This design comes from an exercise in tuning for small area, a short achievable clock period and few clock cycles per item on the open sky130 flow, not from production work. In this exercise RTL edits were held to simulation tests only and were not proved equivalent to the original. Power and IR drop assume default switching activity.

--- design/flow/design.v ---
package swfd_pkg;
    localparam int MAX_WORDS      = 16;
    localparam int RING_DEPTH     = 64;
    localparam int CFG_W          = 5;
    localparam int CNT_W          = $clog2(MAX_WORDS + 1);
    localparam int WIDX_W         = 4;
    localparam int FRAME_OVERHEAD = 9;
    localparam int FRAME_MAX      = FRAME_OVERHEAD + 2 * MAX_WORDS;
    localparam int HIST_DEPTH     = FRAME_MAX;
    localparam int POS_W          = 6;
    localparam logic [15:0] CRC_POLY   = 16'h1021;
    localparam logic [15:0] CRC_INIT   = 16'hFFFF;
    localparam logic [7:0]  FRAME_TYPE = 8'h01;
    localparam logic [7:0]  MARKER     = 8'h00;
    localparam logic [CFG_W-1:0] WORD_COUNT_RESET = 5'd1;
    localparam logic [15:0] CRC_00     = 16'h1D0F;
endpackage
module swfd_ram #(
    parameter int WIDTH = 8,
    parameter int DEPTH = 41
) (
    input  logic                    clk,
    input  logic                    we,
    input  logic                    rot,
    input  logic [WIDTH-1:0]        wdata,
    output logic [DEPTH*WIDTH-1:0]  rdata
);
    logic [WIDTH-1:0] mem [DEPTH];
    always_ff @(posedge clk)
    begin
        if (we)
        begin
            mem[0] <= rot ? mem[DEPTH-1] : wdata;
            for (int i = 1; i < DEPTH; i++)
            begin
                mem[i] <= mem[i-1];
            end
        end
    end
    always_comb
    begin
        for (int i = 0; i < DEPTH; i++)
        begin
            rdata[i*WIDTH +: WIDTH] = mem[i];
        end
    end
endmodule
module swfd_crc_unit (
    input  logic [15:0] crc_in,
    input  logic [7:0]  data_in,
    output logic [15:0] crc_out
);
    logic [15:0] c;
    always_comb
    begin
        c = crc_in ^ {data_in, 8'h00};
        for (int k = 0; k < 8; k++)
        begin
            if (c[15])
            begin
                c = {c[14:0], 1'b0} ^ swfd_pkg::CRC_POLY;
            end
            else
            begin
                c = {c[14:0], 1'b0};
            end
        end
        crc_out = c;
    end
endmodule
module sliding_window_frame_detector_unit (
    input  logic                        clk,
    input  logic                        rst_n,
    input  logic                        in_valid,
    output logic                        in_stall,
    input  logic [7:0]                  rx_byte,
    output logic                        out_valid,
    input  logic                        out_stall,
    output logic                        frame_found,
    output logic [7:0]                  frame_address,
    output logic                        has_word,
    output logic [swfd_pkg::WIDX_W-1:0] word_index,
    output logic [15:0]                 data_word,
    output logic                        last,
    input  logic                        cfg_we,
    input  logic [swfd_pkg::CFG_W-1:0]  cfg_wdata
);
    localparam int HD  = swfd_pkg::HIST_DEPTH;
    localparam int PW  = swfd_pkg::POS_W;
    localparam int CW  = swfd_pkg::CNT_W;
    localparam int WIW = swfd_pkg::WIDX_W;
    localparam int MW  = swfd_pkg::MAX_WORDS;
    logic [swfd_pkg::CFG_W-1:0] word_count_reg;
    logic [CW-1:0]              n_cap;
    assign n_cap = (word_count_reg > 5'(MW)) ? CW'(MW) : CW'(word_count_reg);
    logic          h_v;
    logic [7:0]    h_b;
    logic [CW-1:0] h_n;
    logic          h_zero;           
    logic          h_type;           
    logic          in_stall_reg;
    logic          accept;
    logic          consume_ok;
    logic          consume;
    assign in_stall = in_stall_reg;
    assign accept   = in_valid && !in_stall_reg;
    assign consume  = h_v && consume_ok;
    logic [HD*8-1:0] hist_flat;
    logic [7:0]      hist [HD];
    logic [PW-1:0]   vcnt_reg;       
    logic            replay;         
    swfd_ram #(
        .WIDTH (8),
        .DEPTH (HD)
    ) u_hist (
        .clk   (clk),
        .we    (consume || replay),
        .rot   (replay),
        .wdata (h_b),
        .rdata (hist_flat)
    );
    always_comb
    begin
        for (int i = 0; i < HD; i++)
        begin
            hist[i] = hist_flat[i*8 +: 8];
        end
    end
    logic [7:0]    cur_b;
    logic          cur_zero, cur_type, cur_size;
    logic [CW-1:0] cur_n;
    logic          step;
    logic [3:0]    hz;               
    logic [1:0]    hsz;              
    logic [CW-1:0] s_n;              
    logic [PW-1:0] rc;               
    logic          s_ok;             
    logic          rp_zero;          
    logic          rp_type;          
    logic          rp_at_type;       
    assign step     = consume || replay;
    assign cur_b    = replay ? hist[HD-1] : h_b;
    assign cur_zero = replay ? rp_zero : h_zero;
    assign cur_type = replay ? rp_type : h_type;
    assign cur_size = cur_b[0] && (cur_b >= 8'(swfd_pkg::FRAME_OVERHEAD)) && (cur_b <= 8'(swfd_pkg::FRAME_MAX));
    assign cur_n    = replay ? s_n : h_n;
    logic [7:0]    sz;
    logic          hdr_pat;
    logic          hdr;
    logic [15:0]   hdr_crc;
    logic [15:0]   crc_a, crc_b;
    assign sz      = hist[1];
    assign hdr_pat = hz[3] && hz[2] && hsz[1] && cur_type;
    assign hdr     = hdr_pat && (replay ? (s_ok && rp_at_type) : (vcnt_reg >= PW'(4)));
    swfd_crc_unit u_crc_sz (.crc_in(swfd_pkg::CRC_00), .data_in({2'b00, sz[5:1], 1'b1}), .crc_out(crc_a));
    swfd_crc_unit u_crc_ad (.crc_in(crc_a),            .data_in(hist[0]),              .crc_out(crc_b));
    swfd_crc_unit u_crc_ty (.crc_in(crc_b),            .data_in(swfd_pkg::FRAME_TYPE), .crc_out(hdr_crc));
    logic          tv;
    logic [15:0]   tcrc;
    logic [PW-1:0] trem;
    logic [3:0]    t_is;             
    logic [CW-1:0] tn;
    logic          tn_h, tn_s;       
    logic [CW-1:0] tn_nx, h_n_nx, s_n_nx;
    logic [7:0]    taddr;
    logic [15:0]   tupd;
    logic          tchk;
    logic          t_open;           
    logic          trk_good;
    swfd_crc_unit u_crc_trk (.crc_in(tcrc), .data_in(cur_b), .crc_out(tupd));
    always_comb
    begin
        if (t_is[3])
        begin
            tchk = (tcrc[7:0] == cur_b);
        end
        else if (t_is[2])
        begin
            tchk = (tcrc[15:8] == cur_b);
        end
        else if (t_is[1])
        begin
            tchk = cur_zero;
        end
        else
        begin
            tchk = !t_is[0];
        end
    end
    assign t_open   = tv && tchk;
    logic          tchk_h;
    always_comb
    begin
        if (t_is[3])
        begin
            tchk_h = (tcrc[7:0] == h_b);
        end
        else if (t_is[2])
        begin
            tchk_h = (tcrc[15:8] == h_b);
        end
        else if (t_is[1])
        begin
            tchk_h = h_zero;
        end
        else
        begin
            tchk_h = !t_is[0];
        end
    end
    assign trk_good = tv && t_is[0] && (replay ? tn_s : tn_h) && cur_zero;
    assign tn_nx  = (step && hdr) ? CW'((sz - 8'(swfd_pkg::FRAME_OVERHEAD)) >> 1) : tn;
    assign h_n_nx = accept ? n_cap : h_n;
    assign s_n_nx = consume ? h_n : s_n;
    logic          u_v;
    logic [PW-1:0] u_rem;
    logic [PW-1:0] wide_cnt;
    logic          u_end;
    logic          u_keep;
    logic          trig;
    logic          moved;            
    assign u_end  = u_v && (u_rem == PW'(1));
    assign u_keep = u_v && !u_end;
    assign trig   = h_zero && hz[0] && !trk_good && (u_end || (wide_cnt != '0));
    assign moved  = tv && tchk_h && (hdr || trig);
    logic            r0_v, r0_sp, r0_good, r0_hasw, r0_last, r0_sh, r0_first;
    logic [MW-1:0]   r0_oh;          
    logic            r1_v, r1_sp, r1_good, r1_hasw, r1_last;
    logic [WIW-1:0]  r1_m;
    logic            out_take;
    logic            r0_issue;
    logic            r0_free;        
    logic            replay_end;
    logic            rp_hasw;
    logic [15:0]     pair0;
    logic [15:0]     word;
    logic            nd_sp, nd_good, nd_hasw, nd_last;
    logic [WIW-1:0]  nd_m;
    assign nd_sp   = trig;
    assign nd_good = trk_good;
    assign nd_hasw = trk_good && (h_n != '0);
    assign nd_last = !nd_hasw || (h_n == CW'(1));
    assign nd_m    = WIW'(h_n - CW'(1));
    assign replay     = r0_v && r0_sp;
    assign replay_end = replay && (rc == '0);
    assign rp_hasw    = trk_good && (s_n != '0);
    assign consume_ok = !r1_v && !(r0_v && (r0_sp || !r0_last));
    assign out_take   = !out_valid || !out_stall;
    assign r0_issue   = out_take && r0_v && !r0_sp;
    assign r0_free    = !r0_v || (r0_issue && r0_last);
    assign pair0 = r0_sh ? {hist[5], hist[6]} : {hist[4], hist[5]};
    always_comb
    begin
        word = r0_oh[0] ? pair0 : 16'h0000;
        for (int m = 1; m < MW; m++)
        begin
            word = word | (r0_oh[m] ? {hist[2*m+4], hist[2*m+5]} : 16'h0000);
        end
    end
    function automatic logic [MW-1:0] onehot(input logic [WIW-1:0] m);
        onehot = '0;
        onehot[m] = 1'b1;
    endfunction
    logic r0_v_n, r0_sp_n, r0_last_n, r1_v_n, h_v_n;
    always_comb
    begin
        r0_v_n    = r0_v;
        r0_sp_n   = r0_sp;
        r0_last_n = r0_last;
        r1_v_n    = r1_v;
        if (r0_free)
        begin
            if (r1_v)
            begin
                r0_v_n    = 1'b1;
                r0_sp_n   = r1_sp;
                r0_last_n = r1_last;
                r1_v_n    = 1'b0;
            end
            else if (consume)
            begin
                r0_v_n    = 1'b1;
                r0_sp_n   = nd_sp;
                r0_last_n = nd_last;
            end
            else
            begin
                r0_v_n    = 1'b0;
            end
        end
        else
        begin
            if (consume)
            begin
                r1_v_n = 1'b1;
            end
            if (r0_issue)
            begin
                r0_last_n = r0_oh[1];
            end
            else if (replay_end)
            begin
                r0_sp_n   = 1'b0;
                r0_last_n = !rp_hasw || (s_n == CW'(1));
            end
        end
        h_v_n = accept || (h_v && !consume);
    end
    logic maybe_good, maybe_trig, busy_n;
    assign maybe_good = tv && t_is[0] && tn_h && h_zero;
    assign maybe_trig = h_zero && hz[0] && (u_end || (wide_cnt != '0));
    always_comb
    begin
        if (r0_free)
        begin
            if (r1_v)
            begin
                busy_n = r1_sp || !r1_last;
            end
            else
            begin
                busy_n = consume && (maybe_trig || (maybe_good && h_n > CW'(1)));
            end
        end
        else if (r1_v || consume)
        begin
            busy_n = 1'b1;
        end
        else if (r0_issue)
        begin
            busy_n = !r0_oh[1];
        end
        else if (replay_end)
        begin
            busy_n = tv && t_is[0] && tn_s && s_n > CW'(1);
        end
        else
        begin
            busy_n = r0_sp || !r0_last;
        end
    end
    logic             found_reg;
    logic [7:0]       faddr_reg;
    logic             has_word_reg;
    logic [WIW-1:0]   widx_reg;
    logic [15:0]      data_reg;
    logic             last_reg;
    always_ff @(posedge clk or negedge rst_n)
    begin
        if (!rst_n)
        begin
            word_count_reg <= swfd_pkg::WORD_COUNT_RESET;
            h_v            <= 1'b0;
            in_stall_reg   <= 1'b0;
            vcnt_reg       <= '0;
            hz             <= '0;
            hsz            <= '0;
            tv             <= 1'b0;
            u_v            <= 1'b0;
            wide_cnt       <= '0;
            r0_v           <= 1'b0;
            r1_v           <= 1'b0;
            out_valid      <= 1'b0;
        end
        else
        begin
            if (cfg_we)
            begin
                word_count_reg <= cfg_wdata;
            end
            h_v          <= h_v_n;
            in_stall_reg <= h_v_n && busy_n;
            r0_v         <= r0_v_n;
            r1_v         <= r1_v_n;
            if (step)
            begin
                hz  <= {hz[2:0], cur_zero};
                hsz <= {hsz[0], cur_size};
                tv  <= hdr || (t_open && !(consume && trig));
            end
            if (consume)
            begin
                if (vcnt_reg != '1)
                begin
                    vcnt_reg <= vcnt_reg + PW'(1);
                end
                if (moved && !u_keep)
                begin
                    u_v <= 1'b1;
                end
                else if (u_end)
                begin
                    u_v <= 1'b0;
                end
                if (moved && u_keep)
                begin
                    wide_cnt <= PW'(37);
                end
                else if (wide_cnt != '0)
                begin
                    wide_cnt <= wide_cnt - PW'(1);
                end
            end
            if (out_take)
            begin
                out_valid <= r0_v && !r0_sp;
            end
        end
    end
    always_ff @(posedge clk)
    begin
        if (accept)
        begin
            h_b    <= rx_byte;
            h_n    <= n_cap;
            h_zero <= (rx_byte == swfd_pkg::MARKER);
            h_type <= (rx_byte == swfd_pkg::FRAME_TYPE);
        end
        tn_h <= (tn_nx == h_n_nx);
        tn_s <= (tn_nx == s_n_nx);
        if (step)
        begin
            rp_zero <= (hist[HD-2] == swfd_pkg::MARKER);
            rp_type <= (hist[HD-2] == swfd_pkg::FRAME_TYPE);
            if (hdr)
            begin
                tcrc  <= hdr_crc;
                trem  <= PW'(sz - 8'd5);
                t_is  <= {sz[5:1] == 5'd4, 3'b000};
                tn    <= CW'((sz - 8'(swfd_pkg::FRAME_OVERHEAD)) >> 1);
                taddr <= hist[0];
            end
            else
            begin
                if (t_is == '0)
                begin
                    tcrc <= tupd;
                end
                trem <= trem - PW'(1);
                t_is <= {trem == PW'(5), t_is[3:1]};
            end
        end
        if (consume)
        begin
            if (moved && !u_keep)
            begin
                u_rem <= trem - PW'(1);
            end
            else
            begin
                u_rem <= u_rem - PW'(1);
            end
        end
        if (consume)
        begin
            rc   <= PW'(HD - 1);
            rp_at_type <= 1'b0;
            s_n  <= h_n;
            s_ok <= (vcnt_reg >= PW'(swfd_pkg::FRAME_OVERHEAD - 1) + PW'({h_n, 1'b0}));
        end
        else if (replay)
        begin
            rc <= rc - PW'(1);
            rp_at_type <= (rc == {s_n + CW'(2), 1'b0} + PW'(1));
        end
        if (r0_free)
        begin
            r0_sh    <= 1'b0;
            r0_first <= 1'b1;
            if (r1_v)
            begin
                r0_sp   <= r1_sp;
                r0_good <= r1_good;
                r0_hasw <= r1_hasw;
                r0_last <= r1_last;
                r0_oh   <= onehot(r1_m);
            end
            else
            begin
                r0_sp   <= nd_sp;
                r0_good <= nd_good;
                r0_hasw <= nd_hasw;
                r0_last <= nd_last;
                r0_oh   <= onehot(nd_m);
            end
        end
        else
        begin
            if (consume)
            begin
                r0_sh <= 1'b1;
            end
            if (r0_issue)
            begin
                r0_first <= 1'b0;
                r0_last  <= r0_oh[1];
                r0_oh    <= r0_oh >> 1;
            end
            else if (replay_end)
            begin
                r0_sp   <= 1'b0;
                r0_good <= trk_good;
                r0_hasw <= rp_hasw;
                r0_last <= !rp_hasw || (s_n == CW'(1));
            end
        end
        if (consume && !r0_free)
        begin
            r1_sp   <= nd_sp;
            r1_good <= nd_good;
            r1_hasw <= nd_hasw;
            r1_last <= nd_last;
            r1_m    <= nd_m;
        end
        if (r0_issue)
        begin
            found_reg    <= r0_good;
            faddr_reg    <= r0_good ? taddr : 8'h00;
            has_word_reg <= r0_hasw;
            widx_reg     <= r0_first ? '0 : widx_reg + WIW'(1);
            data_reg     <= r0_hasw ? word : 16'h0000;
            last_reg     <= r0_last;
        end
        else
        begin
            found_reg    <= found_reg    & out_valid;
            faddr_reg    <= faddr_reg    & {8{out_valid}};
            has_word_reg <= has_word_reg & out_valid;
            widx_reg     <= widx_reg     & {WIW{out_valid}};
            data_reg     <= data_reg     & {16{out_valid}};
            last_reg     <= last_reg     & out_valid;
        end
    end
    assign frame_found   = found_reg;
    assign frame_address = faddr_reg;
    assign has_word      = has_word_reg;
    assign word_index    = widx_reg;
    assign data_word     = data_reg;
    assign last          = last_reg;
endmodule
--- design/flow/flow/run.sh ---
#!/bin/bash
# The standard layout (standard synthesis included), with plain buffers on the ports
# instead of the delay cells the placer picks by default.
set -euo pipefail
bash standard.sh "BUFFER_PORTS_ARGS=-buffer_cell sky130_fd_sc_hd__buf_4" finish > make_finish.log 2>&1
--- design/flow/standard.sh ---
#!/bin/bash
# synth_recipe.tcl (not shown) runs the flow's synth.tcl, then flattens the netlist and writes it again
# the make line also repeats each setting of config.mk as NAME=value (left out here)
make -C /OpenROAD-flow-scripts/flow DESIGN_CONFIG=/design/flow/config.mk WORK_HOME=/design/flow/orfs CLKGATE_MAP_FILE= SYNTH_SCRIPT=/design/flow/synth_recipe.tcl "${@:-finish}"
--- design/flow/config.mk ---
export PLATFORM = sky130hd
export DESIGN_NAME = sliding_window_frame_detector_unit
export DESIGN_NICKNAME = sliding_window_frame_detector_unit
export VERILOG_FILES = /design/flow/design.v
export SDC_FILE = /design/flow/constraint.sdc
export NUM_CORES = 4
export LEC_CHECK = 0
export ABC_CLOCK_PERIOD_IN_PS = 2500
export CAP_MARGIN = 20
export CORE_MARGIN = 2
export CORE_UTILIZATION = 40
export CTS_CLUSTER_DIAMETER = 120
export CTS_CLUSTER_SIZE = 24
export SETUP_SLACK_MARGIN = 3.3
export SLEW_MARGIN = 20
--- design/flow/constraint.sdc ---
create_clock -name core_clock -period 6.0 [get_ports {clk}]
set_input_delay 1.2000 -clock core_clock [delete_from_list [all_inputs] [get_ports {clk}]]
set_output_delay 1.2000 -clock core_clock [all_outputs]
set_load 0.01 [all_outputs]
==> summary.txt, run 1 <==
- Most frequent cell after synthesis: edfxtp_1
- Max Clk Rate: 0.389 GHz
- EDFF count, synth: 414
- Clk network pwr share: 13.0%
- Root Buffer: clkbuf_16
- Slowest cell on crit path: buf_4
- Cell Rows: 82
- Layout cells sized above 1: about an eighth
- Tot GR Track Use: between 10% and 20%
- Adder-cell share of the synthesized area: 1.59%
- Synth top area cells: edfxtp_1 61%, dfxtp_1 5.1%, dfrtp_1 3.6%
- CTS tree: built
- Final Hold Viols: 0
- Die span in x: 230 um
- CP startpoint kind: flop
- Sum Neg Setup Slack: 0 ns
- Largest family of logic cells by synthesized area: compound AO/OA/AOI/OAI gates
- Vias per inst: between 5 and 6
- Compound-Gate Fraction of Synth Area: 11.2%
- Synthesized area: 20,400 um2
- Num CTS Buffers: 24
- Post-Syn Area per Cell: 14.9 um2
- DR vias: 11,600
- Seq pwr share: 55.5%
- Starting Density: approximately two fifths
- DPL Wire Length: 29,500 um
- Clock-pin slew of the registers on the worst-case setup and hold paths: 0.10 ns
- Clk sinks: 496
- Ant diodes: 0
- Cell family with most CP delay: buffers and inverters
- Ys async rst share: 6.05%
- Fin area: 22,200 um2
- Cell accounting for the most synthesized area: edfxtp_1
- Util after Layout: between 40% and 50%
- Mux share of post-synthesis cell area: 2.70%
- Result of the run: timing/DRC/antenna clean
- H-tree Lvls: 1
- Worst Hold Depth: 0
- Tmin final: 2.57 ns
- DRT Wirelength: between 40,000 and 50,000 um
- Initial antenna violation count: 0
- Max Root-Sink Buffers: 3
- Synth Area in XOR/XNOR: 6.08%
- Yosys top cell area share: 60.9%
- Final Max Tran Viols: 0
- Avg WL per Cell: 22.0 um
- Max Cap Viol: 0
- R2r worst-path depth: 4
- Power Density: 646 nW/um2
- Synthesized net count: 1,415
- Worst VDD drop: 0.000333 V
- Synth Instances: about 1,400
- Die span in y: 230 um
- Worst path required time: 6.20 ns
- Internal: 8.99 mW
- Crit-path cells: nand2b_1 -> o21a_2 -> inv_16 -> buf_4
- Fin crit share: roughly 43%
- Post-route ant nets: 0
- WP data arrival: 2.77 ns
- Synth-to-Final Area Change: 8.93%
- Switching share of total power: 37.5%
- Drt pass-1 iters: 7
- Ys Warns: 6
- Synth top cells by count: 414 x edfxtp_1, 87 x nand2_1, 79 x xnor2_1, 61 x a22o_1, 58 x nor2_1
- DRC: 0
- Total global routing overflow: 0
- Worst Path Class, Setup: flop to flop
- Nets: 1,440
- Vias in the first global route: 11,600
- Post-route setup slack: 3.43 ns
- Die area: 52,900 um2
- Ys flop type: edfxtp_1
- PortBufs: 50
- Core footprint: 50,300 um2
- Worst-Margin Slew: 1.10 ns
- RSZ-0062 raised after global routing: yes
- Hold WC Path Type: flop to flop
- Pre-CTS WS: approximately 2.6 ns
- Setup violators final: 0
- Top reg by flops: u_hist.mem
- Simple-Gate Fraction of Synth Area: around 6.5%
- Seq/Total Area, Yosys: a little over two thirds
- Clock latency (worst-skew pair): 0.58 ns
- Crit-path max cell delay: ~0.71 ns
- Worst setup EP type: flop
- Net Switching: 5.39 mW
- RD Place Congestion: 0.825
- Clock skew: 0.0247 ns
- First-pass GRT wire length: approximately 70,000 um
- Stages on worst setup path: 4
- Pin count of the biggest net entering global routing: 80
- Part of the power in combinational logic: 31.5%
- LEAKAGE: between 7 and 8 nW
- Top Ports: 51
- Slew margin rel.: 26.7%
- CP max FO: 68
- DRT iter0 DRCs: 1,150
- Largest register FFs: about 330
- Synth cell types: 86
- #FFs+latches synth: between 400 and 500
- Placed standard-cell area: roughly 21,000 um2
- Bufs and invs on worst path: 2
## layer usage
layer  GRT usage (%)  up-vias  share of wire [%]
met5               0        -                  0
met1            24.8     5887                 45
met3            2.02       48                5.7
li1                -     5316                  -
met4            3.41        0                1.7
met2            28.3      371                 47
## what timing repair did
item / CTS / global route
hold buffers: 0 / 0
hold endpoints to repair: 0 / 0
cloned: 2 / 0
buffers inserted: 2 / 0
resized for setup: 10 / 4
pin swaps: 0 / 0
endpoints found under the setup margin: 266 / 86
## power by group through the flow
stage	Sequential [mW]	Clock, mW	Combinational [mW]
2_1_floorplan	7.04	0	3.72
3_3_place_gp	8.01	0	4.36
3_5_place_dp	8.02	0	4.41
4_1_cts	7.97	1.93	4.57
5_1_grt	8.18	2.03	4.98
6_report	7.97	1.87	4.53
## path summary, 6_finish.rpt
check	from	end	slack, ns
min	u_hist.mem[38][4]	u_hist.mem[39][4]	0.42
min reg2reg	u_hist.mem[38][4]	u_hist.mem[39][4]	0.42
min in group asynchronous	rst_n	wide_cnt[3]	0.57
max	r1_v	u_hist.mem[19][2]	3.43
max reg2reg	r1_v	u_hist.mem[19][2]	3.43
max in group asynchronous	rst_n	r0_v	5.10
## worst reg2reg max path: cells and delay by family (launching register included)
kind / cells / cell delay, ns
buffers and inverters: 2 / 1.01
DFF: 1 / 0.57
AOI/OAI and AO/OA: 1 / 0.41
and+or+nand+nor: 1 / 0.21
## through the flow
step	total power [mW]	hold WS, ns	cells
after floorplan	10.8	0.400	1371
after CTS	14.5	0.425	2086
final	14.4	0.424	2086
after global routing	15.2	0.432	2086
after detailed placement	12.4	0.405	2038
after global placement	12.4	0.402	2038
## cells in the final DEF, fill, tap and decap left out, drive strengths merged, types with 4 or more instances in the layout
cell	instances
a221oi	50
and3	10
ha	26
nor2	59
xor2	44
buf	58
mux2i	19
dfrtp	29
xnor2	87
or3	4
and2	9
a222oi	16
nand3	18
o41ai	5
a21oi	58
o21ai	43
mux2	26
o22ai	4
nor3	21
nor3b	4
inv	49
o211ai	4
nor4	7
edfxtp	414
nand2	87
nor2b	6
clkbuf	43
a32o	14
a21o	7
o21a	5
nand4	21
nand2b	6
nand3b	7
dfxtp	52
a22o	61
## area by class of cell
cell class              count  area [um2]
clock buffers              43         714
clock inverters             1        16.3
fillers                  4532       28000
inverters                  49         206
multi-input cells         765        5780
flip-flops and latches    496       14200
well taps                 672         841
repair buffers             58         443
repair inverters            2        17.5
## kinds of logic (layout without fill, tap and decap cells)
family,count (synthesis),count (layout)
DFF,496,496
AOI/OAI and AO/OA,297,297
and+or+nand+nor,266,266
xor gates and xnor gates,131,131
buffers and inverters,110,153
muxes,45,45
adders and majority gates,26,26
Testbench counts, summed over its fixed seeds: cycles 27,879, bytes 24,469.
==> run 2, diff against run 1 <==
==> design/flow/run.sh (new file) <==
#!/bin/bash
# synth_recipe.tcl (not shown) runs the flow's synth.tcl, then flattens the netlist and writes it again
# the make line also repeats each setting of config.mk as NAME=value (left out here)
make -C /OpenROAD-flow-scripts/flow DESIGN_CONFIG=/design/flow/config.mk WORK_HOME=/design/flow/orfs CLKGATE_MAP_FILE= SYNTH_SCRIPT=/design/flow/synth_recipe.tcl finish
--- a/design/flow/config.mk
+++ b/design/flow/config.mk
@@ -13,3 +13,3 @@
 export CTS_CLUSTER_SIZE = 24
-export SETUP_SLACK_MARGIN = 3.3
+export SETUP_SLACK_MARGIN = 3.5
 export SLEW_MARGIN = 20
removed: design/flow/flow/run.sh
removed: design/flow/standard.sh
==> summary.txt, run 2 <==
- Max Clk Rate: 0.406 GHz
- Compound-Gate Fraction of Synth Area: around 11%
- EDFF count, synth: between 400 and 500
- Util after Layout: roughly 45%
- Post-route ant nets: 0
- Layout cells sized above 1: between 10% and 20%
- Bufs and invs on worst path: 1
- Hold WC Path Type: flop to flop
- Vias per inst: 5.56
- DRT Wirelength: 46,800 um
- Worst path required time: 4.80 ns
- Placed standard-cell area: 21,600 um2
- Ys flop type: edfxtp_1
- CP startpoint kind: flop
- Top reg by flops: u_hist.mem
- Die span in x: around 230 um
- Num CTS Buffers: 24
- Drt pass-1 iters: 5
- Worst Hold Depth: 0
- Min Hold Slack: 0.414 ns
- RD Place Congestion: 0.865
- Worst Path Class, Setup: flop to output pin
- Worst setup EP type: output pin
- Power Density: 644 nW/um2
- Final Hold Viols: 0
- Ys async rst share: 6.05%
- Crit-path max cell delay: 0.45 ns
- Ys Warns: 6
- Synth Instances: between 1,000 and 1,500
- Post-route setup slack: 3.54 ns
- Max Cap Viol: 0
- Avg WL per Cell: 22.2 um
- FILL cells: 4,508
- Finished Layout Cells: 2,107
- LEAKAGE: 7.88 nW
- Synthesized net count: 1,415
- Slowest cell on crit path: dfrtp_2
- Simple-Gate Fraction of Synth Area: 6.49%
- Result of the run: timing/DRC/antenna clean
- RSZ-0062 raised after global routing: yes
- Initial antenna violation count: 1
- Sum Neg Setup Slack: 0 ns
- Tmin final: 2.46 ns
- CTS tree: built
- Seq/Total Area, Yosys: 69.7%
- Synth-to-Final Area Change: 11.0%
- Synth top area cells: edfxtp_1 61%, dfxtp_1 5.1%, dfrtp_1 3.6%
- Dpl cells: 2,039
- Pre-CTS WS: about 2.4 ns
- Max Root-Sink Buffers: 3
- Stages on worst setup path: 1
- Ant diodes: 0
- Most frequent cell after synthesis: edfxtp_1
- Crit-path cells: clkdlybuf4s15_1
- Post-Syn Area per Cell: 14.9 um2
- Post-CTS Hold Fix Bufs: 0
- Worst-Margin Slew: 1.14 ns
- Synthesized area: 20,400 um2
- Clock latency (worst-skew pair): 0.58 ns
- Top Ports: between 50 and 60
- #FFs+latches synth: 496
- Root Buffer: clkbuf_16
- Pin count of the biggest net entering global routing: 163
- Setup violators final: 0
- Adder-cell share of the synthesized area: roughly 1.6%
- PortBufs: 50
- First-pass GRT wire length: 70,600 um
- Vias in the first global route: about 11,000
- Die span in y: 230 um
- Die area: approximately 53,000 um2
- Cell accounting for the most synthesized area: edfxtp_1
- Cell Rows: 82
- DRT iter0 DRCs: 1,192
- DR vias: approximately 12,000
- H-tree Lvls: 1
- Fin area: 22,700 um2
- Fin crit share: 41.0%
- Yosys top cell area share: 60.9%
- Final Max Tran Viols: 0
- Clk sinks: between 400 and 500
- Total global routing overflow: 0
- Core footprint: 50,300 um2
- Synth top cells by count: 414 x edfxtp_1, 87 x nand2_1, 79 x xnor2_1, 61 x a22o_1, 58 x nor2_1
- Worst VDD drop: roughly 0.00041 V
- Synth Area in XOR/XNOR: about 6.1%
- R2r worst-path depth: 7
- Tot GR Track Use: between 15 and 20%
- DRC: 0
- Largest family of logic cells by synthesized area: compound AO/OA/AOI/OAI gates
- Clock skew: 0.0235 ns
- Cell family with most CP delay: flip-flops
- DPL Wire Length: 29,500 um
- Most common cell after layout, fill and taps aside: edfxtp_1
- Slew margin rel.: 24.2%
- Total power: 14.6 mW
- Commonest cells after routing, fill and taps aside: 414 x edfxtp_1, 83 x nand2_1, 78 x xnor2_1
- Largest register FFs: 328
- Mux share of post-synthesis cell area: about 2.7%
- Clock-pin slew of the registers on the worst-case setup and hold paths: ~0.11 ns
- WP data arrival: 1.26 ns
- Nets: 1,461
- Starting Density: 40.6%
- Synth cell types: 86
- CP max FO: 2
[run 2: cell types whose count changed in the layout (fill, tap and decap cells not counted), moves of 2 or more]
cell	change
buf_12	+5
dlygate4sd2_1	+29
clkdlybuf4s50_1	+17
nand2_2	+4
clkdlybuf4s15_1	+2
nand2_1	-4
dfxtp_2	+8
buf_4	-39
dfxtp_1	-8
[run 2: logic make-up after synthesis]
| family | Yosys count |
|---|---|
| muxes | 45 |
| adders and majority gates | 26 |
| xor gates and xnor gates | 131 |
| DFF | 496 |
| buffers and inverters | 110 |
| and+or+nand+nor | 266 |
| AOI/OAI and AO/OA | 297 |
[run 2: final timing paths]
kind,start,end,slack (ns)
setup / recovery,out_valid,out_valid,3.54
hold / removal,u_hist.mem[3][2],u_hist.mem[4][2],0.41
setup reg to reg,vcnt_reg[4],tv,3.63
min in group asynchronous,rst_n,wide_cnt[3],1.03
max in group asynchronous,rst_n,word_count_reg[0],4.64
hold reg to reg,u_hist.mem[3][2],u_hist.mem[4][2],0.41
[run 2: area by class of cell]
class	instances	area [um2]	area share (%)
clock buffers	41	664	2.93
clock inverters	3	42.5	0.188
inverters	49	223	0.983
multi-input cells	766	5860	25.9
flip-flops and latches	496	14200	62.8
well taps	672	841	3.71
repair buffers	77	772	3.41
repair inverters	3	22.5	0.0994
[run 2: where the power goes]
group | leakage [nW] | internal [mW] | switching, mW
registers | 4.83 | 6.32 | 1.60
logic | 2.71 | 2.02 | 2.81
clock network | 0.340 | 0.791 | 1.06
total | 7.88 | 9.13 | 5.47
[run 2: layer usage]
| layer | global-route usage [%] | up-vias | part of all wire, % |
|---|---|---|---|
| met1 | 25.1 | 5875 | 45 |
| li1 | - | 5355 | - |
| met5 | 0 | - | 0.019 |
| met2 | 27.7 | 424 | 47 |
| met3 | 2.11 | 64 | 6.4 |
| met4 | 5.16 | 2 | 2.4 |
[run 2: repair_timing]
action                                  in CTS  in global routing
buffers inserted                            11                  8
endpoints found under the setup margin     376                214
cloned                                       4                  1
gates resized for setup                     64                 18
pin swaps                                    3                  4
==> run 3, diff against run 2 <==
--- a/design/flow/design.v
+++ b/design/flow/design.v
@@ -98,2 +98,3 @@
     logic [CW-1:0] h_n;
+    logic [WIW-1:0] h_m;             
     logic          h_zero;           
@@ -110,2 +111,3 @@
     logic [PW-1:0]   vcnt_reg;       
+    logic            vcnt4;          
     logic            replay;         
@@ -153,3 +155,3 @@
     assign hdr_pat = hz[3] && hz[2] && hsz[1] && cur_type;
-    assign hdr     = hdr_pat && (replay ? (s_ok && rp_at_type) : (vcnt_reg >= PW'(4)));
+    assign hdr     = hdr_pat && (replay ? (s_ok && rp_at_type) : vcnt4);
     swfd_crc_unit u_crc_sz (.crc_in(swfd_pkg::CRC_00), .data_in({2'b00, sz[5:1], 1'b1}), .crc_out(crc_a));
@@ -242,4 +244,5 @@
     assign nd_last = !nd_hasw || (h_n == CW'(1));
-    assign nd_m    = WIW'(h_n - CW'(1));
-    assign replay     = r0_v && r0_sp;
+    assign nd_m    = h_m;
+    logic replay_reg;
+    assign replay     = replay_reg;
     assign replay_end = replay && (rc == '0);
@@ -355,2 +358,3 @@
             vcnt_reg       <= '0;
+            vcnt4          <= 1'b0;
             hz             <= '0;
@@ -362,2 +366,3 @@
             r1_v           <= 1'b0;
+            replay_reg     <= 1'b0;
             out_valid      <= 1'b0;
@@ -374,2 +379,3 @@
             r1_v         <= r1_v_n;
+            replay_reg   <= r0_v_n && r0_sp_n;
             if (step)
@@ -386,2 +392,6 @@
                 end
+                if (vcnt_reg == PW'(3))
+                begin
+                    vcnt4 <= 1'b1;
+                end
                 if (moved && !u_keep)
@@ -415,2 +425,3 @@
             h_n    <= n_cap;
+            h_m    <= WIW'(n_cap - CW'(1));
             h_zero <= (rx_byte == swfd_pkg::MARKER);
==> design/flow/flow/run.sh (new file) <==
#!/bin/bash
# The standard layout (standard synthesis included), with plain buffers on the ports
# instead of the delay cells the placer picks by default.
set -euo pipefail
bash standard.sh "BUFFER_PORTS_ARGS=-buffer_cell sky130_fd_sc_hd__buf_4" finish > make_finish.log 2>&1
==> design/flow/standard.sh (new file) <==
#!/bin/bash
# synth_recipe.tcl (not shown) runs the flow's synth.tcl, then flattens the netlist and writes it again
# the make line also repeats each setting of config.mk as NAME=value (left out here)
make -C /OpenROAD-flow-scripts/flow DESIGN_CONFIG=/design/flow/config.mk WORK_HOME=/design/flow/orfs CLKGATE_MAP_FILE= SYNTH_SCRIPT=/design/flow/synth_recipe.tcl "${@:-finish}"
--- a/design/flow/config.mk
+++ b/design/flow/config.mk
@@ -7,3 +7,3 @@
 export LEC_CHECK = 0
-export ABC_CLOCK_PERIOD_IN_PS = 2500
+export ABC_AREA = 1
 export CAP_MARGIN = 20
removed: design/flow/run.sh
==> summary.txt, run 3 <==
- Most common cell after layout, fill and taps aside: nand2_1
- Worst Path Class, Setup: flop to output pin
- Die span in y: between 200 and 250 um
- Synth cell types: 63
- Ys flop type: edfxtp_1
- Synth top area cells: edfxtp_1 60%, nand2_1 8.2%, dfxtp_1 5.0%
- Clock-pin slew of the registers on the worst-case setup and hold paths: 0.10 ns
- Most frequent cell after synthesis: nand2_1
- Max Root-Sink Buffers: 3
- Synthesized net count: 1,860
- CP max FO: 2
- Die area: between 50,000 and 60,000 um2
- CTS tree: built
- Ys async rst share: 6.37%
- Tot GR Track Use: 18.3%
- Ys Warns: 6
- Post-route ant nets: 0
- Clock latency (worst-skew pair): 0.58 ns
- Vias in the first global route: 13,200
- Synthesized area: 21,000 um2
- First-pass GRT wire length: 76,100 um
- FILL cells: 4,823
- Drt pass-1 iters: 5
- Result of the run: timing/DRC/antenna clean
- Starting Density: 40.2%
- H-tree Lvls: 1
- Final Max Tran Viols: 0
- Worst path required time: 4.80 ns
- Worst-Margin Slew: 1.04 ns
- DRT iter0 DRCs: 1,190
- Max Clk Rate: 0.408 GHz
- Core footprint: about 52,000 um2
- Synth top cells by count: 461 x nand2_1, 417 x edfxtp_1, 151 x inv_1, 119 x nand3_1, 116 x o21ai_0
- Slew margin rel.: 30.8%
- Nets: 1,902
- Worst VDD drop: 0.000262 V
- Commonest cells after routing, fill and taps aside: 459 x nand2_1, 417 x edfxtp_1, 147 x inv_1
- WP data arrival: 1.25 ns
- Post-Syn Area per Cell: 11.6 um2
- DRT Wirelength: 49,700 um
- Post-CTS Hold Fix Bufs: 0
- Clk sinks: 502
- Cell accounting for the most synthesized area: edfxtp_1
- Num CTS Buffers: 24
- Worst setup EP type: output pin
- Setup violators final: 0
- DPL Wire Length: roughly 33,000 um
- Pre-CTS WS: 2.79 ns
- Top Ports: 51
- Seq/Total Area, Yosys: between 60% and 70%
- Final Hold Viols: 0
- PortBufs: 50
- Total global routing overflow: 0
- Avg WL per Cell: 19.3 um
- Die span in x: 233 um
- RD Place Congestion: 0.909
- Initial antenna violation count: 0
- Largest register FFs: 328
- Fin crit share: 40.8%
- Max Cap Viol: 0
- Yosys top cell area share: around three fifths
- Synth Instances: between 1,500 and 2,000
- Layout cells sized above 1: 8.41%
- #FFs+latches synth: ~500
- Cell Rows: 84
- Post-route setup slack: between 3 and 4 ns
- CP startpoint kind: flop
- Ant diodes: 0
- Min Hold Slack: 0.414 ns
- Sum Neg Setup Slack: 0 ns
- Root Buffer: clkbuf_16
- Tmin final: 2.45 ns
- RSZ-0062 raised after global routing: yes
- DRC: 0
- Hold WC Path Type: flop to flop
- Clock skew: 0.0279 ns
- LEAKAGE: 8.78 nW
- Power Density: 614 nW/um2
- DR vias: around 14,000
- EDFF count, synth: 417
- Top reg by flops: u_hist.mem
- Pin count of the biggest net entering global routing: approximately 110
- Synth-to-Final Area Change: 9.58%
- Vias per inst: 5.26
[run 3: cell types whose count changed after synthesis, moves of 10 or more]
| cell | previous run | this run |
|---|---|---|
| mux2_2 | 24 | 1 |
| a222oi_1 | 16 | 0 |
| nand2_1 | 87 | 461 |
| a221oi_1 | 48 | 16 |
| nand3_1 | 17 | 119 |
| o21ai_0 | 41 | 116 |
| mux2i_1 | 10 | 0 |
| a32o_1 | 14 | 1 |
| inv_1 | 42 | 151 |
| nor2_1 | 58 | 80 |
| a22o_1 | 61 | 15 |
| nand2_2 | 0 | 10 |
| a21oi_1 | 57 | 33 |
| xnor2_1 | 79 | 37 |
[run 3: path summary, 6_finish.rpt]
kind	start	to	slack, ns	cells after the start
max	out_valid	out_valid	3.55	2
min	u_hist.mem[3][3]	u_hist.mem[4][3]	0.41	0
max reg2reg	u_hist.mem[1][2]	tcrc[7]	3.58	8
min reg2reg	u_hist.mem[3][3]	u_hist.mem[4][3]	0.41	0
max in group asynchronous	rst_n	out_valid	5.07	1
min in group asynchronous	rst_n	wide_cnt[0]	0.56	1
[run 3: per-layer routing]
layer / track usage, % / vias to the layer above / part of all wire, %
li1: - / 6384 / -
met1: 26.1 / 6731 / 46
met2: 29.9 / 328 / 47
met3: 1.71 / 58 / 4.9
met4: 5.10 / 0 / 2.5
met5: 0 / - / 0
[run 3: kinds of logic (layout without fill, tap and decap cells)]
kind of cell,count (synthesis),count (layout),share of synthesized area [%]
xor gates and xnor gates,84,84,3.63
and+or+nand+nor,756,760,15.4
AOI/OAI and AO/OA,233,233,6.94
buffers and inverters,220,276,4.16
DFF,502,502,68.4
muxes,1,1,0.0536
adders and majority gates,23,23,1.37
[run 3: worst max-delay path, stage by stage (launching register included)]
cell,delay [ns]
dfrtp_2,0.44
buf_12,0.13
buf_6,0.11
[run 3: what timing repair did]
item | CTS | global route
gates cloned | 6 | 0
buffers inserted | 2 | 3
gates resized for setup | 11 | 8
setup endpoints to repair | 273 | 152
pin swaps | 2 | 0
[run 3: report_power, final]
group          total [mW]  internal [mW]  leakage [nW]  switching, mW
logic                4.62           1.47          3.63           3.15
registers            7.66           6.29          4.82           1.37
clock network        1.85          0.782         0.331           1.06
[run 3: final cells by class]
type | instances | area (um2) | share of cell area [%]
flip-flops and latches | 502 | 14400 | 62.5
multi-input cells | 1101 | 5850 | 25.4
well taps | 688 | 861 | 3.74
clock buffers | 43 | 682 | 2.96
inverters | 159 | 632 | 2.74
repair buffers | 72 | 598 | 2.60
clock inverters | 1 | 16.3 | 0.0706
repair inverters | 1 | 7.51 | 0.0326
[run 3: metrics by stage]
stage	instances	util, %	total power [mW]	instance area, um2
4_1_cts	2564	44.0	14.2	23000
2_1_floorplan	1819	-	10.4	21100
3_3_place_gp	2512	42.4	12.0	22200
6_report	2567	44.1	14.1	23000
5_1_grt	2567	44.1	15.0	23000
3_5_place_dp	2512	42.4	12.2	22200
Testbench counts of run 3, summed over its fixed seeds: cycles 27,879, bytes 24,469.
==> run 4, diff against run 3 <==
--- a/design/flow/config.mk
+++ b/design/flow/config.mk
@@ -7,6 +7,6 @@
 export LEC_CHECK = 0
-export ABC_AREA = 1
+export ABC_CLOCK_PERIOD_IN_PS = 2500
 export CAP_MARGIN = 20
 export CORE_MARGIN = 2
-export CORE_UTILIZATION = 40
+export CORE_UTILIZATION = 55
 export CTS_CLUSTER_DIAMETER = 120
==> summary.txt, run 4 <==
- Part of the power in combinational logic: a little under a third
- Worst-Margin Slew: 1.10 ns
- LEAKAGE: about 7.6 nW
- Die area: around 38,000 um2
- Stages on worst setup path: 7
- Die span in y: 196 um
- Hold WC Path Type: flop to flop
- DR vias: ~11,000
- Net Switching: approximately 5.2 mW
- Power Density: 643 nW/um2
- FILL cells: 2,776
- Ys flop type: edfxtp_1
- Met1 Usage GRT: 34.0%
- R2r worst-path depth: 7
- Max Root-Sink Buffers: 3
- Seq pwr share: 56.0%
- Clock skew: 0.0187 ns
- Ys Warns: 6
- Die span in x: roughly 200 um
- Finished Layout Cells: roughly 1,900
- M2 GR Usage: a little over a third
- Synth top area cells: edfxtp_1 62%, dfxtp_1 5.2%, xnor2_1 3.9%
- Result of the run: timing/DRC/antenna clean
- RD Place Congestion: 0.854
- Starting Density: 55.6%
- DRT iter0 DRCs: ~940
- DPL Wire Length: 27,700 um
- Met3 GRT Util: 2.96%
- Most common cell after layout, fill and taps aside: edfxtp_1
- Switching share of total power: 36.5%
- Initial antenna violation count: 1
- Internal: 9.02 mW
- DRC: 0
- Top reg by flops: u_hist.mem
- Pin count of the biggest net entering global routing: a little under 90
- H-tree Lvls: 1
- Fin crit share: between 30% and 40%
- Clk sinks: 502
- Synthesized net count: 1,407
- Worst path required time: 6.27 ns
- Layout cells sized above 1: between 10% and 20%
- Slew margin rel.: between 20% and 30%
- Num CTS Buffers: 24
- PortBufs: 50
- Seq/Total Area, Yosys: 71.1%
- Clock latency (worst-skew pair): 0.57 ns
- Busiest grt layer: met2
- Synth Instances: 1,366
- DRT Wirelength: approximately 43,000 um
- Top Ports: 51
- Vias in the first global route: around 11,000
- Setup violators final: 0
- First-pass GRT wire length: 66,400 um
- Most frequent cell after synthesis: edfxtp_1
- Post-route ant nets: 0
- Commonest cells after routing, fill and taps aside: 417 x edfxtp_1, 110 x nand2_1, 90 x xnor2_1
- Crit-path max cell delay: 0.61 ns
- Cell Rows: 70
- Core footprint: 36,400 um2
- Total global routing overflow: 0
- Cell accounting for the most synthesized area: edfxtp_1
- Bufs and invs on worst path: 4
- Tot GR Track Use: a little under a quarter
- Clk network pwr share: roughly 13%
- Cell family with most CP delay: buffers and inverters
- Synth top cells by count: 417 x edfxtp_1, 110 x nand2_1, 90 x xnor2_1, 63 x o21ai_0, 59 x a22o_1
- CP max FO: 38
- Clock-pin slew of the registers on the worst-case setup and hold paths: 0.10 ns
- Slowest cell on crit path: dfrtp_4
- Final Hold Viols: 0
- Tmin final: 2.37 ns
- Synthesized area: approximately 20,000 um2
- Worst setup EP type: flop
- CTS tree: built
- RSZ-0062 raised after global routing: no
- Sum Neg Setup Slack: 0 ns
- Dpl cells: 1,833
- Synth cell types: 67
- WP data arrival: 2.65 ns
- Root Buffer: clkbuf_16
- CP startpoint kind: flop
- Drt pass-1 iters: 6
- Largest register FFs: 328
- Synth-to-Final Area Change: 9.15%
- Max Cap Viol: 0
- Post-Syn Area per Cell: 14.8 um2
- #FFs+latches synth: about 500
- EDFF count, synth: 417
- Crit-path cells: nor2b_2 -> o21ai_4 -> inv_8 -> nor2_4 -> clkinvlp_4 -> buf_12 -> bufbuf_16
- Yosys top cell area share: 61.9%
- Max Clk Rate: 0.421 GHz
- Avg WL per Cell: 22.9 um
- Vias per inst: 5.95
- Final Max Tran Viols: 0
- Ys async rst share: between 6 and 7%
- Nets: 1,445
- Worst VDD drop: 0.000507 V
- Worst Path Class, Setup: flop to flop
- Worst Hold Depth: 0
- Ant diodes: 0
==> run 4: metrics by stage <==
stage / area, um2 / util (%) / setup slack (ns) / hold slack (ns) / power, mW
6_report: 22100 / 60.6 / 3.63 / 0.416 / 14.2
3_3_place_gp: 21100 / 57.9 / 2.37 / 0.403 / 12.1
4_1_cts: 22000 / 60.3 / 3.51 / 0.418 / 14.3
2_1_floorplan: 20300 / - / -0.545 / 0.400 / 10.2
3_5_place_dp: 21100 / 57.9 / 2.30 / 0.405 / 12.2
5_1_grt: 22100 / 60.6 / 3.50 / 0.436 / 15.0
==> run 4: worst register-to-register path: cells and delay by family, from the launching register on <==
| kind | cells | cell delay [ns] |
|---|---|---|
| AOI/OAI and AO/OA | 1 | 0.11 |
| buffers and inverters | 4 | 1.01 |
| DFF | 1 | 0.61 |
| and+or+nand+nor | 2 | 0.34 |
==> run 4: logic make-up after synthesis <==
family | after synthesis | synth area share, %
AO/OA/AOI/OAI | 269 | 9.78
buffers and inverters | 110 | 2.17
adder cells (fa/ha/maj) | 23 | 1.42
multiplexers | 61 | 3.37
XOR/XNOR | 131 | 5.70
AND/OR/NAND/NOR | 270 | 6.50
flip-flops | 502 | 71.1
==> run 4: path summary, 6_finish.rpt <==
kind | end | start | slack [ns]
setup / recovery | u_hist.mem[29][5] | r1_v | 3.63
max in group asynchronous | r1_v | rst_n | 5.07
setup reg to reg | u_hist.mem[29][5] | r1_v | 3.63
hold / removal | u_hist.mem[4][6] | u_hist.mem[3][6] | 0.42
min in group asynchronous | hz[2] | rst_n | 0.56
hold reg to reg | u_hist.mem[4][6] | u_hist.mem[3][6] | 0.42
==> run 4: area by class of cell <==
cell class	instances	area, um2	share of cell area (%)
flip-flops and latches	502	14400	65.1
multi-input cells	754	5500	24.9
repair buffers	73	704	3.19
clock buffers	42	668	3.02
well taps	468	586	2.65
inverters	49	225	1.02
clock inverters	2	20.0	0.0906
==> run 4: power by group through the flow <==
| stage | registers [mW] | logic, mW | clock network (mW) |
|---|---|---|---|
| floorplan | 7.07 | 3.12 | 0 |
| detailed placement | 8.02 | 4.15 | 0 |
| global placement | 8.00 | 4.13 | 0 |
| global route | 8.16 | 4.89 | 1.99 |
| finish | 7.96 | 4.44 | 1.81 |
| CTS | 7.96 | 4.43 | 1.87 |
==> run 4: what timing repair did <==
action                                  CTS  global route
endpoints found under the hold margin     0             0
setup buffers                             6             4
pin swaps                                 2             2
hold buffers                              0             0
resized for setup                        21            14
endpoints found under the setup margin  392           181
cloned                                    2             1
==> run 4: metal layers <==
| metal | wire length (um) | part of all wire, % |
|---|---|---|
| met5 | 0 | 0 |
| met4 | 916 | 2.1 |
| met2 | 20100 | 46 |
| met1 | 19800 | 46 |
| met3 | 2490 | 5.7 |
==> run 5, diff against run 4 <==
--- a/design/flow/config.mk
+++ b/design/flow/config.mk
@@ -10,3 +10,4 @@
 export CORE_MARGIN = 2
-export CORE_UTILIZATION = 55
+export CORE_UTILIZATION = 40
+export CTS_BUF_LIST = sky130_fd_sc_hd__clkbuf_8 sky130_fd_sc_hd__clkbuf_16
 export CTS_CLUSTER_DIAMETER = 120
==> summary.txt, run 5 <==
- Total power: 14.2 mW
- Final Hold Viols: 0
- #FFs+latches synth: 502
- Initial antenna violation count: 0
- First-pass GRT wire length: 68,100 um
- EDFF count, synth: 417
- RD Place Congestion: 0.837
- DPL Wire Length: 27,900 um
- Clock-pin slew of the registers on the worst-case setup and hold paths: 0.10 ns
- Clk network pwr share: 13.2%
- Avg WL per Cell: ~21 um
- CTS tree: built
- Clock skew: roughly 0.026 ns
- Post-CTS Hold Fix Bufs: 0
- Final Max Tran Viols: 0
- Worst setup EP type: output pin
- Fin crit share: 39.7%
- Vias in the first global route: between 10,000 and 15,000
- Part of the power in combinational logic: 30.3%
- PortBufs: 50
- Num CTS Buffers: 25
- Die span in y: 229 um
- Dpl cells: between 2,000 and 2,500
- FILL cells: roughly 4,500
- Area of the multi-input gates: around 5500 um2
- Top reg by flops: u_hist.mem
- Post-Syn Area per Cell: 14.8 um2
- Tmin final: 2.38 ns
- Vias per inst: 5.46
- Bufs and invs on worst path: 1
- Synth cell types: 67
- Synth Instances: 1,366
- Worst Path Class, Setup: flop to output pin
- Most frequent cell after synthesis: edfxtp_1
- Sequential cell area: 14,400 um2
- WP data arrival: 1.18 ns
- Placed standard-cell area: 21,300 um2
- Synthesized area: 20,200 um2
- Max Cap Viol: 0
- Worst path required time: 4.80 ns
- Max Root-Sink Buffers: 3
- Top Ports: 51
- Synth top cells by count: 417 x edfxtp_1, 110 x nand2_1, 90 x xnor2_1, 63 x o21ai_0, 59 x a22o_1
- CP max FO: 5
- Fin area: 22,200 um2
- Drt pass-1 iters: 7
- Setup violators final: 0
- Slowest cell on crit path: dfrtp_1
- DRC: 0
- Worst-Margin Slew: 1.08 ns
- Power Density: 637 nW/um2
- Nets: ~1,400
- H-tree Lvls: 1
- Core footprint: 50,100 um2
- RSZ-0062 raised after global routing: yes
- Layout cells sized above 1: 11.3%
- Cell family with most CP delay: flip-flops
- DRT Wirelength: 44,000 um
- Slew margin rel.: 28.2%
- Result of the run: timing/DRC/antenna clean
- Clk sinks: 502
- Commonest cells after routing, fill and taps aside: 417 x edfxtp_1, 110 x nand2_1, 90 x xnor2_1
- DR vias: 11,400
- Clock latency (worst-skew pair): 0.58 ns
- Post-route setup slack: 3.62 ns
- Largest register FFs: 328
- Seq/Total Area, Yosys: 71.1%
- Switching share of total power: between 30% and 40%
- Tot GR Track Use: between 15 and 20%
- CP startpoint kind: flop
- Sum Neg Setup Slack: 0 ns
- Crit-path cells: buf_4
- Ys Warns: 6
- Total global routing overflow: 0
- Ant diodes: 0
- Pre-CTS WS: 2.38 ns
- Die span in x: 229 um
- Yosys top cell area share: 61.9%
- LEAKAGE: 7.61 nW
- Root Buffer: clkbuf_16
- Synth-to-Final Area Change: 9.77%
- Post-route ant nets: 0
- Worst VDD drop: 0.000419 V
- Starting Density: approximately two fifths
- Synthesized net count: 1,407
- Internal: about 8.9 mW
- Net Switching: 5.22 mW
- Most common cell after layout, fill and taps aside: edfxtp_1
- Max Clk Rate: 0.420 GHz
- Seq pwr share: 56.5%
- Finished Layout Cells: between 2,000 and 2,500
- Ys async rst share: 6.37%
- DRT iter0 DRCs: approximately 1,200
- Cell accounting for the most synthesized area: edfxtp_1
- Synth top area cells: edfxtp_1 62%, dfxtp_1 5.2%, xnor2_1 3.9%
- Cell Rows: 82
- Hold WC Path Type: flop to flop
- Die area: 52,400 um2
- Crit-path max cell delay: 0.44 ns
- Pin count of the biggest net entering global routing: 86
- Ys flop type: edfxtp_1
## run 5: cell types whose count changed in the layout (fill, tap and decap cells not counted), sizes merged
cell | before | now
clkbuf | 43 | 25
bufbuf | 1 | 0
inv | 46 | 67
clkinv | 2 | 1
buf | 71 | 64
clkinvlp | 2 | 3
bufinv | 1 | 0
## run 5: final cells by class
cell class                      instances  share of cell area (%)
Timing Repair inverter                  1                  0.0338
Tap cell                              672                    3.78
Clock buffer                           25                    2.82
Sequential cell                       502                    64.7
Clock inverter                         21                   0.490
Multi-Input combinational cell        754                    24.7
Timing Repair Buffer                   64                    2.54
Inverter                               49                   0.918
## run 5: routing by layer
layer	share of wire, %	GRT usage, %	wire length [um]
met2	48	27.7	21300
met5	0	0	0
met4	2.3	4.18	1020
met1	45	23.3	19900
met3	4.1	2.00	1830
## run 5: logic make-up after synthesis
logic type	synth area share [%]
multiplexers	3.37
flip-flops	71.1
AO/OA/AOI/OAI	9.78
AND/OR/NAND/NOR	6.50
adder cells (fa/ha/maj)	1.42
buffers and inverters	2.17
XOR/XNOR	5.70
## run 5: power groups by stage
stage	clock, mW	sequential [mW]	combinational, mW
global route	2.04	8.20	4.76
floorplan	0	7.07	3.12
CTS	1.93	7.99	4.31
finish	1.86	8.00	4.29
detailed placement	0	8.05	4.15
global placement	0	8.01	4.09
## run 5: worst paths after layout
kind	depth (start not counted)	start	end	slack (ns)
max in group asynchronous	1	rst_n	r1_v	5.07
hold reg to reg	0	u_hist.mem[3][5]	u_hist.mem[4][5]	0.43
setup reg to reg	7	replay_reg	tcrc[7]	3.63
setup / recovery	1	out_valid	out_valid	3.62
hold / removal	0	u_hist.mem[3][5]	u_hist.mem[4][5]	0.43
min in group asynchronous	1	rst_n	wide_cnt[1]	0.56
## run 5: metrics by stage
| stage | hold WS (ns) | util (%) |
|---|---|---|
| global placement | 0.401 | 42.6 |
| finish | 0.427 | 44.4 |
| global route | 0.438 | 44.4 |
| CTS | 0.428 | 44.3 |
| floorplan | 0.400 | - |
| detailed placement | 0.405 | 42.6 |
## run 5: timing repair
action	in CTS	in global routing
endpoints found under the setup margin	386	336
buffers inserted	3	2
gates cloned	2	0
pin swaps	1	2
resized for setup	13	6
==> run 6, diff against run 5 <==
--- a/design/flow/config.mk
+++ b/design/flow/config.mk
@@ -7,3 +7,3 @@
 export LEC_CHECK = 0
-export ABC_CLOCK_PERIOD_IN_PS = 2500
+export ABC_CLOCK_PERIOD_IN_PS = 3500
 export CAP_MARGIN = 20
@@ -11,3 +11,2 @@
 export CORE_UTILIZATION = 40
-export CTS_BUF_LIST = sky130_fd_sc_hd__clkbuf_8 sky130_fd_sc_hd__clkbuf_16
 export CTS_CLUSTER_DIAMETER = 120
==> summary.txt, run 6 <==
- Result of the run: timing/DRC/antenna clean
- Power Density: 638 nW/um2
- Most frequent cell after synthesis: edfxtp_1
- RD Place Congestion: roughly 0.84
- Fin crit share: between 30% and 40%
- Starting Density: 40.4%
- Max Clk Rate: 0.419 GHz
- Ys async rst share: 6.37%
- Clock latency (worst-skew pair): 0.59 ns
- Switching share of total power: 36.8%
- CP startpoint kind: flop
- Most common cell after layout, fill and taps aside: edfxtp_1
- DR vias: 11,400
- H-tree Lvls: 1
- Num CTS Buffers: 25
- Synth top cells by count: 417 x edfxtp_1, 110 x nand2_1, 90 x xnor2_1, 63 x o21ai_0, 59 x a22o_1
- Worst-Margin Slew: 1.05 ns
- Total power: 14.2 mW
- Tmin final: 2.39 ns
- Top reg by flops: u_hist.mem
- Seq pwr share: between 50 and 60%
- Synth cell types: 67
- Net Switching: 5.22 mW
- Part of the power in combinational logic: 30.3%
- Cell accounting for the most synthesized area: edfxtp_1
- Adder-cell share of the synthesized area: 1.42%
- CP max FO: 5
- Die span in x: 229 um
- Initial antenna violation count: 0
- Max Root-Sink Buffers: 3
- Root Buffer: clkbuf_16
- Tot GR Track Use: 16.6%
- Vias per inst: around 5.4
- Final Max Tran Viols: 0
- Hold WC Path Type: flop to flop
- Clock-pin slew of the registers on the worst-case setup and hold paths: 0.10 ns
- Post-route ant nets: 0
- Crit-path cells: buf_4
- Pre-CTS WS: around 2.4 ns
- Synth Instances: ~1,400
- #FFs+latches synth: 502
- Die area: between 50,000 and 60,000 um2
- Clk network pwr share: 13.4%
- Slowest cell on crit path: dfrtp_1
- Final Hold Viols: 0
- Drt pass-1 iters: 5
- Min Hold Slack: 0.428 ns
- Post-CTS Hold Fix Bufs: 0
- Mux share of post-synthesis cell area: 3.37%
- Worst setup EP type: output pin
- DPL Wire Length: 27,900 um
- Avg WL per Cell: 21.1 um
- DRT Wirelength: 44,000 um
- Crit-path max cell delay: between 0.4 and 0.5 ns
- Cell family with most CP delay: flip-flops
- PortBufs: 50
- Ys flop type: edfxtp_1
- Simple-Gate Fraction of Synth Area: 6.50%
- LEAKAGE: approximately 7.5 nW
- Largest register FFs: 328
- Total global routing overflow: 0
- Pin count of the biggest net entering global routing: between 80 and 90
- Internal: 8.97 mW
- FILL cells: 4,528
- Bufs and invs on worst path: 1
- Dpl cells: 2,035
- Core footprint: between 50,000 and 60,000 um2
- EDFF count, synth: about 420
- RSZ-0062 raised after global routing: yes
- Top Ports: 51
- Cell Rows: 82
- Die span in y: 229 um
- WP data arrival: approximately 1.2 ns
- DRT iter0 DRCs: 1,136
- Synth top area cells: edfxtp_1 62%, dfxtp_1 5.2%, xnor2_1 3.9%
- Ys Warns: 6
- Largest family of logic cells by synthesized area: compound AO/OA/AOI/OAI gates
- CTS tree: built
- First-pass GRT wire length: a little under 70,000 um
- Area of the multi-input gates: 5480 um2
- Seq/Total Area, Yosys: a little under three quarters
- Clk sinks: 502
- Ant diodes: 0
- Nets: 1,438
- Worst Path Class, Setup: flop to output pin
- Synth Area in XOR/XNOR: under 10%
- Compound-Gate Fraction of Synth Area: just under 10%
- Synthesized area: 20,200 um2
- Slew margin rel.: 29.9%
- DRC: 0
- Commonest cells after routing, fill and taps aside: 417 x edfxtp_1, 110 x nand2_1, 90 x xnor2_1
- Synth-to-Final Area Change: 9.77%
- Finished Layout Cells: 2,088
- Worst path required time: 4.80 ns
- Yosys top cell area share: 61.9%
- Post-Syn Area per Cell: 14.8 um2
- Max Cap Viol: 0
- Setup violators final: 0
- Post-route setup slack: 3.61 ns
- Sum Neg Setup Slack: 0 ns
- Sequential cell area: between 10,000 and 15,000 um2
- Clock skew: 0.0278 ns
- Synthesized net count: 1,407
- Vias in the first global route: roughly 12,000
- Worst VDD drop: between 0.0004 and 0.0005 V
- Layout cells sized above 1: a little under an eighth
## run 6: routing by layer
layer | vias to the layer above | track usage [%] | part of all wire [%]
met1 | 5771 | 23.3 | 45
li1 | 5247 | - | -
met4 | 0 | 4.18 | 2.3
met5 | - | 0 | 0
met3 | 65 | 2.00 | 4.1
met2 | 292 | 27.7 | 48
## run 6: kinds of logic after synthesis
| group | count (synthesis) |
|---|---|
| adders and majority gates | 23 |
| DFF | 502 |
| and+or+nand+nor | 270 |
| muxes | 61 |
| buffers and inverters | 110 |
| xor gates and xnor gates | 131 |
| AOI/OAI and AO/OA | 269 |
## run 6: through the flow
stage / cell area [um2] / util (%)
2_1_floorplan: 20300 / -
3_3_place_gp: 21300 / 42.6
3_5_place_dp: 21300 / 42.6
4_1_cts: 22200 / 44.3
5_1_grt: 22200 / 44.4
6_report: 22200 / 44.4
## run 6: what timing repair did
action / in CTS / in global routing
pin swaps: 1 / 2
buffers inserted: 3 / 2
resized for setup: 13 / 6
cloned: 2 / 0
endpoints found under the setup margin: 386 / 336
## run 6: power groups by stage
stage                     Clock [mW]  Sequential (mW)  Combinational, mW
final                           1.90             7.99               4.29
after global routing            2.07             8.20               4.76
after CTS                       1.96             7.99               4.31
after floorplan                    0             7.07               3.12
after global placement             0             8.01               4.09
after detailed placement           0             8.05               4.15
## run 6: final cells by class
cell class,count,share of cell area [%]
Sequential cell,502,64.7
Multi-Input combinational cell,754,24.7
Tap cell,672,3.78
Clock buffer,43,3.12
Timing Repair Buffer,64,2.54
Inverter,49,0.918
Clock inverter,3,0.186
Timing Repair inverter,1,0.0338
## run 6: path summary, 6_finish.rpt
check | endpoint | slack [ns] | cells after the start | start
max | out_valid | 3.61 | 1 | out_valid
min | u_hist.mem[38][4] | 0.43 | 0 | u_hist.mem[37][4]
max reg2reg | tcrc[7] | 3.63 | 7 | replay_reg
min reg2reg | u_hist.mem[38][4] | 0.43 | 0 | u_hist.mem[37][4]
max in group asynchronous | r1_v | 5.07 | 1 | rst_n
min in group asynchronous | wide_cnt[1] | 0.55 | 1 | rst_n
==> run 7, diff against run 6 <==
--- a/design/flow/config.mk
+++ b/design/flow/config.mk
@@ -7,3 +7,3 @@
 export LEC_CHECK = 0
-export ABC_CLOCK_PERIOD_IN_PS = 3500
+export ABC_CLOCK_PERIOD_IN_PS = 2000
 export CAP_MARGIN = 20
==> summary.txt, run 7 <==
- Result of the run: timing/DRC/antenna clean
- Clk sinks: 502
- Final Hold Viols: 0
- Pin count of the biggest net entering global routing: 86
- Commonest cells after routing, fill and taps aside: 417 x edfxtp_1, 110 x nand2_1, 90 x xnor2_1
- Die span in x: 229 um
- Placed standard-cell area: 21,300 um2
- Synthesized net count: ~1,400
- Ys flop type: edfxtp_1
- Tot GR Track Use: 16.6%
- Root Buffer: clkbuf_16
- Most frequent cell after synthesis: edfxtp_1
- Max Cap Viol: 0
- Ys async rst share: 6.37%
- Bufs and invs on worst path: 1
- Post-route setup slack: 3.61 ns
- PortBufs: 50
- Final Max Tran Viols: 0
- Reg2reg end: tcrc[7]
- Synth top area cells: edfxtp_1 62%, dfxtp_1 5.2%, xnor2_1 3.9%
- Top reg by flops: u_hist.mem
- DPL Wire Length: 27,900 um
- Synth top cells by count: 417 x edfxtp_1, 110 x nand2_1, 90 x xnor2_1, 63 x o21ai_0, 59 x a22o_1
- Worst Path Class, Setup: flop to output pin
- Starting Density: 40.4%
- Worst VDD drop: 0.000419 V
- Yosys top cell area share: 61.9%
- Avg WL per Cell: 21.1 um
- Hold Path End: u_hist.mem[38][4]
- DRC: 0
- Num CTS Buffers: 25
- R2r setup slk: 3.63 ns
- Clock latency (worst-skew pair): 0.59 ns
- Slowest cell on crit path: dfrtp_1
- Synthesized area: approximately 20,000 um2
- Worst Hold Depth: 0
- EDFF count, synth: 417
- Cell accounting for the most synthesized area: edfxtp_1
- Tmin final: 2.39 ns
- DRT Wirelength: 44,000 um
- Vias in the first global route: around 12,000
- Largest register FFs: 328
- Worst path required time: ~4.8 ns
- Die area: 52,400 um2
- LEAKAGE: 7.53 nW
- Vias per inst: approximately 5.4
- R2r worst-path depth: 7
- Drt pass-1 iters: 5
- Ys Warns: 6
- Cell family with most CP delay: flip-flops
- Power Density: 638 nW/um2
- Fin area: 22,200 um2
- Min Hold Slack: 0.428 ns
- Crit-path cells: buf_4
- DRT iter0 DRCs: 1,136
- Post-route ant nets: 0
- Layout cells sized above 1: 11.3%
- Initial antenna violation count: 0
- Top Ports: 51
- Worst setup EP type: output pin
- Post-Syn Area per Cell: about 15 um2
- Cell Rows: between 80 and 90
- First-pass GRT wire length: between 60,000 and 70,000 um
- Synth Instances: roughly 1,400
- #FFs+latches synth: 502
- Core footprint: approximately 50,000 um2
- Util after Layout: 44.4%
- CP max FO: 5
- Total global routing overflow: 0
- Synth cell types: 67
- Worst-Margin Slew: 1.05 ns
- Pre-CTS WS: 2.38 ns
- RSZ-0062 raised after global routing: yes
- Ant diodes: 0
- Fin crit share: between 30% and 40%
- H-tree Lvls: 1
- Die span in y: roughly 230 um
- Post-CTS Hold Fix Bufs: 0
- Crit-path max cell delay: 0.44 ns
- Most common cell after layout, fill and taps aside: edfxtp_1
- Max Root-Sink Buffers: 3
- Clock skew: 0.0278 ns
- Clock-pin slew of the registers on the worst-case setup and hold paths: 0.10 ns
- Seq/Total Area, Yosys: 71.1%
- DR vias: 11,400
- Setup violators final: 0
- FILL cells: 4,528
- Hold WC Path Type: flop to flop
- WP data arrival: 1.19 ns
- Synth-to-Final Area Change: 9.77%
- Max Clk Rate: 0.419 GHz
- CP startpoint kind: flop
- RD Place Congestion: around 0.84
- Slew margin rel.: 29.9%
- R2R Path Start: replay_reg
- Nets: 1,438
- CTS tree: built
- Hold Startpoint: u_hist.mem[37][4]
## run 7: layout make-up
class | count | area, um2 | share of cell area (%)
Inverter | 49 | 204 | 0.918
Timing Repair Buffer | 64 | 564 | 2.54
Multi-Input combinational cell | 754 | 5480 | 24.7
Clock inverter | 3 | 41.3 | 0.186
Sequential cell | 502 | 14400 | 64.7
Tap cell | 672 | 841 | 3.78
Clock buffer | 43 | 693 | 3.12
Timing Repair inverter | 1 | 7.51 | 0.0338
## run 7: through the flow
step	power [mW]	std cells	setup TNS, ns
5_1_grt	15.0	2088	0
3_5_place_dp	12.2	2035	0
2_1_floorplan	10.2	1366	-175.85
4_1_cts	14.3	2086	0
6_report	14.2	2088	0
3_3_place_gp	12.1	2035	0
## run 7: worst max path at each step
stage | cells after the start | start | slack (ns) | endpoint
floorplan | 6 | r0_last | -0.55 | hsz[1]
global placement | 7 | r1_v | 2.47 | hsz[1]
detailed placement | 7 | r1_v | 2.38 | hsz[1]
CTS | 8 | r1_v | 3.51 | hsz[1]
global route | 7 | replay_reg | 3.48 | tcrc[7]
finish | 1 | out_valid | 3.61 | out_valid
## run 7: routing by layer
metal / track usage, % / vias to the layer above / wire length, um
met5: 0 / - / 0
met4: 4.18 / 0 / 1020
met3: 2.00 / 65 / 1820
met2: 27.7 / 292 / 21300
met1: 23.3 / 5771 / 19800
li1: - / 5247 / -
## run 7: cell families after synthesis
| family | synth area share, % |
|---|---|
| flops | 71.1 |
| buf+inv | 2.17 |
| mux | 3.37 |
| compound gates | 9.78 |
| fa+ha+maj | 1.42 |
| simple gates | 6.50 |
| xor+xnor | 5.70 |
## run 7: power by group
group          switching, mW  internal (mW)  total [mW]
combinational           2.54           1.75        4.29
sequential              1.58           6.41        7.99
clock                   1.09          0.808        1.90
total                   5.22           8.97        14.2
## run 7: repair_timing
item                                    CTS  global route
hold endpoints to repair                  0             0
pin swaps                                 1             2
resized for setup                        13             6
buffers inserted                          3             2
endpoints found under the setup margin  386           336
gates cloned                              2             0

-- what the ideal ports hide --
How much do the figures lean on ideal ports? The routed layouts below were timed once more, with nothing changed but the port constraints. Step 1, drivers: a clkbuf_16 drives clk and a buf_2 each remaining input, both assumed. Step 2 also shifts input and output timing later by t, the mid clock arrival at the registers, as if the neighbouring blocks saw the same clock. a / b / c = no drivers / after step 1 / after step 2; a / b = the first two.
run	t, ns	setup slack, ns
run 1	0.622	3.427 / 3.427 / 3.164
run 2	0.621	3.539 / 3.486 / 2.990
run 3	0.628	3.550 / 3.492 / 3.056
run 4	0.616	3.626 / 3.594 / 3.086
run 5	0.626	3.617 / 3.560 / 3.060
run 6	0.629	3.612 / 3.555 / 3.067
run 7	0.629	3.612 / 3.555 / 3.067
After both steps every run listed still meets setup and hold.
